What follows belongs to an exercise in optimizing a design on an open flow for small area; a production flow would make more cautious choices. In this exercise RTL edits were held to simulation tests only and were not proved equivalent to the original. Power is estimated from default activity; no workload was simulated.

==> design/flow/design.v <==
`default_nettype none
package weight_pkg;
    localparam int LANES = 3;
    localparam int LOW_BASE = 5;
    localparam int HIGH_BASE = 7;
    localparam int CODE_LIMIT = HIGH_BASE * HIGH_BASE * LOW_BASE;
    localparam int OP_W = 3;
    typedef logic [7:0] packed_weights_t;
    typedef logic [LANES*OP_W-1:0] weight_lane_t;
endpackage
`default_nettype wire
`default_nettype none
package array_pkg;
    localparam int SLICES = 3;
    localparam int LANES = 3;
    localparam int ROWS = LANES * SLICES;
    localparam int COLS = SLICES;
    localparam int ACT_W = 8;
    localparam int ACC_W = 17;
    localparam int RESULT_W = 8;
    localparam int RESULT_SHIFT = 9;
    typedef logic signed [ACT_W-1:0] activation_t;
    typedef logic [ACC_W-1:0] acc_t;
    typedef logic [RESULT_W-1:0] result_t;
endpackage
`default_nettype wire
`default_nettype none
module weight_decoder (
    input  weight_pkg::packed_weights_t code,
    output weight_pkg::weight_lane_t lanes
);
    logic valid;
    logic [7:0] by_low;
    logic [2:0] top_digit;
    logic [2:0] mid_digit;
    logic [2:0] low_digit;
    function automatic logic [2:0] low_digit_op(input logic [2:0] digit);
        case (digit)
            3'd1: low_digit_op = 3'b010;
            3'd2: low_digit_op = 3'b011;
            3'd3: low_digit_op = 3'b110;
            3'd4: low_digit_op = 3'b111;
            default: low_digit_op = 3'b000;
        endcase
    endfunction
    function automatic logic [2:0] high_digit_op(input logic [2:0] digit);
        case (digit)
            3'd1: high_digit_op = 3'b001;
            3'd2: high_digit_op = 3'b010;
            3'd3: high_digit_op = 3'b011;
            3'd4: high_digit_op = 3'b101;
            3'd5: high_digit_op = 3'b110;
            3'd6: high_digit_op = 3'b111;
            default: high_digit_op = 3'b000;
        endcase
    endfunction
    assign valid = code < 8'(weight_pkg::CODE_LIMIT);
    assign by_low = code / 8'(weight_pkg::LOW_BASE);
    assign low_digit = valid ? 3'(code % 8'(weight_pkg::LOW_BASE)) : 3'd0;
    assign mid_digit = valid ? 3'(by_low % 8'(weight_pkg::HIGH_BASE)) : 3'd0;
    assign top_digit = valid ? 3'(by_low / 8'(weight_pkg::HIGH_BASE)) : 3'd0;
    assign lanes[0*weight_pkg::OP_W +: weight_pkg::OP_W] = high_digit_op(top_digit);
    assign lanes[1*weight_pkg::OP_W +: weight_pkg::OP_W] = high_digit_op(mid_digit);
    assign lanes[2*weight_pkg::OP_W +: weight_pkg::OP_W] = low_digit_op(low_digit);
endmodule
`default_nettype wire
`default_nettype none
module operand_buffer (
    input  logic clk,
    input  logic reset,
    input  logic read_out,
    input  weight_pkg::weight_lane_t lanes,
    input  array_pkg::activation_t activation,
    output logic [3*weight_pkg::LANES*weight_pkg::OP_W-1:0] hold_ops,
    output array_pkg::activation_t act_d1,
    output array_pkg::activation_t act_d2,
    output array_pkg::activation_t act_d3,
    output logic win0,
    output logic win_any,
    output logic [1:0] slice,
    output logic [2:0] event_d
);
    localparam int LANE_BITS = weight_pkg::LANES * weight_pkg::OP_W;
    logic ev;
    logic last_slice;
    logic win1;
    logic win2;
    weight_pkg::weight_lane_t ops_d1;
    weight_pkg::weight_lane_t ops_d2;
    assign ev = reset | read_out;
    assign last_slice = slice == 2'd2;
    assign win_any = win0 | win1 | win2;
    always_ff @(posedge clk) begin
        if (ev || last_slice) begin
            slice <= 2'd0;
        end else begin
            slice <= slice + 2'd1;
        end
    end
    always_ff @(posedge clk) begin
        win0 <= last_slice & ~ev;
        win1 <= win0;
        win2 <= win1;
        event_d <= {event_d[1:0], ev};
    end
    always_ff @(posedge clk) begin
        ops_d1 <= lanes;
        ops_d2 <= ops_d1;
        act_d1 <= activation;
        act_d2 <= act_d1;
        act_d3 <= act_d2;
        if (last_slice) begin
            hold_ops <= {lanes, ops_d1, ops_d2};
        end
    end
endmodule
`default_nettype wire
`default_nettype none
module mac_array (
    input  logic clk,
    input  logic [3*weight_pkg::LANES*weight_pkg::OP_W-1:0] hold_ops,
    input  array_pkg::activation_t act_d1,
    input  array_pkg::activation_t act_d2,
    input  array_pkg::activation_t act_d3,
    input  logic win0,
    input  logic win_any,
    input  logic ev,
    input  logic [2:0] event_d,
    output logic [3*array_pkg::RESULT_W-1:0] row0_out,
    output logic [8*array_pkg::RESULT_W-1:0] ring_sum
);
    localparam int W = array_pkg::ACC_W;
    localparam int OPW = weight_pkg::OP_W;
    function automatic logic [8:0] scale(input logic [1:0] mag, input logic [7:0] a,
                                         input logic has_half);
        case (mag)
            2'd1: scale = has_half ? {{2{a[7]}}, a[7:1]} : {a[7], a};
            2'd2: scale = {a[7], a};
            2'd3: scale = {a, 1'b0};
            default: scale = 9'd0;
        endcase
    endfunction
    function automatic logic [W-1:0] mac(input logic [W-1:0] acc, input logic [2:0] op,
                                         input logic [7:0] a, input logic has_half);
        logic [8:0] v;
        logic [W-1:0] x;
        v = scale(op[1:0], a, has_half) ^ {9{op[2]}};
        x = {{(W-9){v[8]}}, v};
        mac = acc + x + {{(W-1){1'b0}}, op[2]};
    endfunction
    logic [2:0] row0_op;
    assign row0_op = win0 ? hold_ops[0 +: OPW] : 3'd0;
    for (genvar c = 0; c < 3; c++) begin : g_row0
        array_pkg::acc_t acc_q;
        array_pkg::activation_t a;
        assign a = (c == 0) ? act_d3 : (c == 1) ? act_d2 : act_d1;
        always_ff @(posedge clk) begin
            if (event_d[c]) begin
                acc_q <= '0;
            end else begin
                acc_q <= mac(acc_q, row0_op, a, 1'b1);
            end
        end
        assign row0_out[c*array_pkg::RESULT_W +: array_pkg::RESULT_W] =
            acc_q[array_pkg::RESULT_SHIFT +: array_pkg::RESULT_W];
    end
    logic clear;
    assign clear = ev | event_d[0] | event_d[1];
    for (genvar r = 1; r < array_pkg::ROWS; r++) begin : g_ring
        localparam int SL = r / 3;
        localparam int LN = r % 3;
        array_pkg::acc_t slot0_q;
        array_pkg::acc_t slot1_q;
        array_pkg::acc_t slot2_q;
        logic [2:0] op;
        array_pkg::acc_t sum;
        assign op = win_any ? hold_ops[(SL*3+LN)*OPW +: OPW] : 3'd0;
        assign sum = mac(slot2_q, op, act_d3, LN != 2);
        always_ff @(posedge clk) begin
            slot0_q <= clear ? '0 : sum;
            slot1_q <= slot0_q;
            slot2_q <= slot1_q;
        end
        assign ring_sum[(r-1)*array_pkg::RESULT_W +: array_pkg::RESULT_W] =
            sum[array_pkg::RESULT_SHIFT +: array_pkg::RESULT_W];
    end
endmodule
`default_nettype wire
`default_nettype none
module result_queue (
    input  logic clk,
    input  logic reset,
    input  logic read_out,
    input  logic [1:0] slice,
    input  logic ev,
    input  logic [2:0] event_d,
    input  logic [3*array_pkg::RESULT_W-1:0] row0_out,
    input  logic [8*array_pkg::RESULT_W-1:0] ring_sum,
    output array_pkg::result_t result
);
    localparam int RW = array_pkg::RESULT_W;
    logic capture;
    logic stale;
    logic active_q;
    logic [3:0] row_q;
    logic [1:0] col_q;
    logic [1:0] phase_q;
    assign capture = ev | event_d[0] | event_d[1];
    assign stale = (ev & event_d[0]) | (ev & event_d[1]) | (event_d[0] & event_d[1]);
    logic [8*3*RW-1:0] snap;
    for (genvar r = 0; r < 8; r++) begin : g_snap
        array_pkg::result_t s0_q;
        array_pkg::result_t s1_q;
        array_pkg::result_t s2_q;
        always_ff @(posedge clk) begin
            if (capture) begin
                s0_q <= stale ? '0 : ring_sum[r*RW +: RW];
            end else begin
                s0_q <= s2_q;
            end
            s1_q <= s0_q;
            s2_q <= s1_q;
        end
        assign snap[(3*r+0)*RW +: RW] = s0_q;
        assign snap[(3*r+1)*RW +: RW] = s1_q;
        assign snap[(3*r+2)*RW +: RW] = s2_q;
    end
    always_ff @(posedge clk) begin
        if (reset) begin
            active_q <= 1'b0;
        end else if (read_out) begin
            active_q <= 1'b1;
            row_q <= '0;
            col_q <= '0;
            phase_q <= slice;
        end else if (active_q) begin
            if (col_q == 2'd2) begin
                col_q <= 2'd0;
                row_q <= row_q + 4'd1;
                if (row_q == 4'd8) begin
                    active_q <= 1'b0;
                end
            end else begin
                col_q <= col_q + 2'd1;
            end
        end
    end
    always_comb begin
        result = '0;
        if (active_q) begin
            if (row_q == 4'd0) begin
                result = row0_out[col_q*RW +: RW];
            end else begin
                result = snap[((row_q - 4'd1)*3 + phase_q)*RW +: RW];
            end
        end
    end
endmodule
`default_nettype wire
`default_nettype none
module matmul_top (
    input  logic clk,
    input  logic reset,
    input  weight_pkg::packed_weights_t weights_in,
    input  array_pkg::activation_t activation_in,
    input  logic read_out,
    output array_pkg::result_t result
);
    weight_pkg::weight_lane_t lanes;
    logic [3*weight_pkg::LANES*weight_pkg::OP_W-1:0] hold_ops;
    array_pkg::activation_t act_d1;
    array_pkg::activation_t act_d2;
    array_pkg::activation_t act_d3;
    logic win0;
    logic win_any;
    logic [1:0] slice;
    logic [2:0] event_d;
    logic ev;
    logic [3*array_pkg::RESULT_W-1:0] row0_out;
    logic [8*array_pkg::RESULT_W-1:0] ring_sum;
    assign ev = reset | read_out;
    weight_decoder u_decoder (
        .code  (weights_in),
        .lanes (lanes)
    );
    operand_buffer u_buffer (
        .clk        (clk),
        .reset      (reset),
        .read_out   (read_out),
        .lanes      (lanes),
        .activation (activation_in),
        .hold_ops   (hold_ops),
        .act_d1     (act_d1),
        .act_d2     (act_d2),
        .act_d3     (act_d3),
        .win0       (win0),
        .win_any    (win_any),
        .slice      (slice),
        .event_d    (event_d)
    );
    mac_array u_array (
        .clk      (clk),
        .hold_ops (hold_ops),
        .act_d1   (act_d1),
        .act_d2   (act_d2),
        .act_d3   (act_d3),
        .win0     (win0),
        .win_any  (win_any),
        .ev       (ev),
        .event_d  (event_d),
        .row0_out (row0_out),
        .ring_sum (ring_sum)
    );
    result_queue u_queue (
        .clk      (clk),
        .reset    (reset),
        .read_out (read_out),
        .slice    (slice),
        .ev       (ev),
        .event_d  (event_d),
        .row0_out (row0_out),
        .ring_sum (ring_sum),
        .result   (result)
    );
endmodule
`default_nettype wire
==> design/flow/run.sh <==
#!/bin/bash
# synth_recipe.tcl (not shown) runs the flow's synth.tcl, then flattens the netlist and writes it again
# the make line also repeats each setting of config.mk as NAME=value (left out here)
make -C /OpenROAD-flow-scripts/flow DESIGN_CONFIG=/design/flow/config.mk WORK_HOME=/design/flow/orfs CLKGATE_MAP_FILE= SYNTH_SCRIPT=/design/flow/synth_recipe.tcl finish
==> design/flow/config.mk <==
export PLATFORM = sky130hd
export DESIGN_NAME = matmul_top
export DESIGN_NICKNAME = matmul_top
export VERILOG_FILES = /design/flow/design.v
export SDC_FILE = /design/flow/constraint.sdc
export NUM_CORES = 4
export LEC_CHECK = 0
export ABC_AREA = 1
export CAP_MARGIN = 20
export CORE_MARGIN = 2
export CORE_UTILIZATION = 40
export SLEW_MARGIN = 20
==> design/flow/constraint.sdc <==
create_clock -name core_clock -period 6.5 [get_ports {clk}]
set_input_delay 1.3000 -clock core_clock [delete_from_list [all_inputs] [get_ports {clk}]]
set_output_delay 1.3000 -clock core_clock [all_outputs]
set_load 0.01 [all_outputs]
==> run notes <==
kinds of logic after synthesis:
family	synth area share, %
DFF	51.5
adders and majority gates	9.05
buffers and inverters	5.40
and+or+nand+nor	12.7
xor gates and xnor gates	5.25
AOI/OAI and AO/OA	16.2
layer usage:
layer,global-route usage (%),up-vias,share of wire (%)
met1,23.4,9557,51
met3,3.04,96,4.3
met4,5.04,0,2.3
met5,0,-,0
li1,-,10900,-
met2,25.6,345,43
Yosys cell counts, types with 29 or more instances:
cell / number / area [sq um]
a21oi_1: 269 / 1350
clkbuf_1: 81 / 304
dfxtp_1: 702 / 14100
edfxtp_1: 35 / 1050
ha_1: 193 / 2410
inv_1: 302 / 1130
nand2_1: 387 / 1450
nand3_1: 67 / 335
nor2_1: 333 / 1250
nor3_1: 29 / 145
o21ai_0: 255 / 1280
o21bai_1: 36 / 270
o22ai_1: 73 / 457
xnor2_1: 43 / 377
xor2_1: 133 / 1160
worst paths after layout:
kind	from	end	slack, ps	cells after the start
max	u_queue.row_q[0]	result[7]	400	15
min	u_array.g_ring[6].slot0_q[6]	u_array.g_ring[6].slot1_q[6]	310	0
max reg2reg	u_buffer.win0	u_queue.g_snap[2].s0_q[7]	1210	38
min reg2reg	u_array.g_ring[6].slot0_q[6]	u_array.g_ring[6].slot1_q[6]	310	0
power by group:
group          internal [W]  leakage (nW)  switching, W  total (W)
registers           0.00468          5.99     0.0000571    0.00473
logic              0.000361          6.67      0.000677    0.00104
clock network       0.00258          1.23       0.00177    0.00435
state kept, by name, indices dropped and copies added, names as in the netlist, 2 cells and up:
register / count
u_array.g_ring.slot0_q: 136
u_array.g_ring.slot1_q: 136
u_array.g_ring.slot2_q: 136
u_queue.g_snap.s0_q: 64
u_queue.g_snap.s1_q: 64
u_queue.g_snap.s2_q: 64
u_array.g_row0.acc_q: 51
u_buffer.hold_ops: 27
u_buffer.ops_d1: 9
u_buffer.ops_d2: 9
u_buffer.act_d1: 8
u_buffer.act_d2: 8
u_buffer.act_d3: 8
u_queue.row_q: 4
u_buffer.event_d: 3
u_buffer.slice: 2
u_queue.col_q: 2
u_queue.phase_q: 2
worst max-delay path, delay by kind of cell, from the launching register on:
family                     cells  cell delay [ps]
AOI/OAI and AO/OA              3              570
DFF                            1              470
and+or+nand+nor                2              300
xor gates and xnor gates       2              350
adders and majority gates      3              900
buffers and inverters          5             1600
stage by stage:
| stage | util, % | instances | setup WS (ps) | hold slack [ps] |
|---|---|---|---|---|
| 2_1_floorplan | - | 3229 | 1470 | 310 |
| 3_3_place_gp | 42.1 | 4143 | 582 | 310 |
| 3_5_place_dp | 42.1 | 4143 | 484 | 312 |
| 4_1_cts | 45.5 | 4277 | 338 | 317 |
| 5_1_grt | 45.5 | 4277 | 115 | 328 |
| 6_report | 45.5 | 4277 | 397 | 315 |
layout by cell type (no fill, tap or decap), types with 9 or more instances in the layout:
master,instances
a21o_1,10
buf_4,20
nand3_1,67
clkinv_2,11
xnor2_1,43
clkbuf_8,14
nand2_1,386
edfxtp_1,35
clkinv_1,12
xor2_1,131
fa_1,12
or2_2,9
dfxtp_1,702
clkbuf_16,75
a31oi_1,20
inv_2,12
clkdlybuf4s50_1,26
o211ai_1,17
nand2_2,17
o21bai_1,36
o221ai_1,24
o22ai_1,73
a21oi_1,269
o21ai_0,255
inv_1,301
ha_1,191
nor3_1,29
o32ai_1,14
clkbuf_1,14
nor2_1,332
o21ai_1,20
o21a_1,19
area by class of cell:
type / count / area, sq um / share of cell area, %
flip-flops and latches: 737 / 15100 / 45.5
well taps: 959 / 1200 / 3.62
inverters: 325 / 1220 / 3.69
multi-input cells: 2074 / 12700 / 38.2
clock buffers: 103 / 2120 / 6.40
repair buffers: 48 / 450 / 1.36
clock inverters: 31 / 383 / 1.15
==> qor.yml <==
yosysWarnings: 4
min_path_type: "register to register"
area_growth_pct: 13.0
design.die.area_sq_mm: 0.0755
ioPinCount: 27
leakage_nw: 13.9
clockBufferDepth: 3
critPathKind: "register to primary output"
cts_hold_buf: 0
die_y_um: 275
skew_ps: 19.3
wl_per_cell_um: 14.4
grt_max_degree: 99
wl_um: 61500
clock_latency_ps: 620
drt_pass1_iterations: 7
power.density_mw_per_mm2: 305
grt_first_pass_wirelength_um: 101000
crit_required_ps: 5200
status: "complete, no violations"
syn_nets: 3453
cp.arrival_ps: 4800
async_flop_share_pct: 0
htreeDepth: 3
crit_path_end_kind: "primary output"
clkSinkCount: 737
setup_viol: 0
cp_slowest_cell: "clkdlybuf4s50_1"
die_x_um: 275
clk_pin_slew_ps: 60
slew_headroom_pct: 29.6
hpwl_um: 42700
post-route-period-util_pct: 93.9
start_util_pct: 40.3
rsz0062_at_grt: "false"
critPathMaxStageDelay_ps: 570
yosys_most_used_dff: "dfxtp_1"
n_antenna_cell: 0
overflow: 0
cts_resized: 0
place.gp.congestion: 0.813
fmax_mhz: 164
clock-root-buffer: "clkbuf_16"
fin_nets: 3484
first_iter_violations: 1330
grt_antenna_before_repair: 0
max-vdd-ir-drop_mv: 0.279
fp-row-count: 99
fillers: 6985
syn_area_sq_mm: 0.0293
ant_nets: 0
drive_above_1_share_pct: 6.87
synth_area_per_cell_sq_um: 9.09
hold_violations: 0
crit_fanout: 24
post_cts_buffers: 0
max_cap_viol_count: 0
fin_area_sq_mm: 0.0332
worst_pin_slew_ps: 1050
synth_cells: 3229
crit_chain: "inv_1 > ha_1 > xnor2_1 > xor2_1 > inv_1 > ha_2 > fa_1 > buf_4 > inv_1 > nand2_1 > a31oi_1 > a32o_1 > a21oi_1 > nor3_1 > clkdlybuf4s50_1"
place_area_sq_mm: 0.0307
cts_buffers: 74
synth_edf_count: 35
vias: 20900
grt_usage_pct: 16.5
core_sq_mm: 0.0728
drcViolationCount: 0
maxSlewViolCount: 0
crit_top_cell: "inv_1"
grt_pass1_vias: 19800
totalPowerFinal_w: 0.0101
tns_ps: 0
finalCriticalPeriod_ps: 6100
synth-seq-area-share_pct: 51.5
ys_seq_elements: 737
avgViaCountPerCell: 4.89
cts_tree: "yes"
crit_path_start_kind: "register"
numPortBuffers: 26
synth_cell_types: 59

## afterwards: timing with drivers on the ports
No port has a modelled driver above. Below, the same layout with a new extraction and two added sets of constraints. Step 1 sets driving cells, clkbuf_16 on the clock port and buf_2 on the other inputs (assumed; they add their load-dependent delay and slew). Step 2 adds t to the input delays and takes it off the output delays; t is the mean of the earliest and latest rising clock arrival at the registers after step 1. Input paths then give back, and output paths get back, about the clock's delay inside the block. Slacks: no drivers / after step 1 / after step 2; pairs: no drivers / after step 1.
t, ns: 0.673
setup WS [ns]: 0.397 / 0.331 / 0.490
latest minus earliest clock arrival (ns): 0.019 / 0.019
worst data-port slew with drivers (ns): 0.05
After both steps this run still meets setup and hold. The setup slack of this run moves by -0.066 ns with the drivers and by +0.093 ns with both steps.
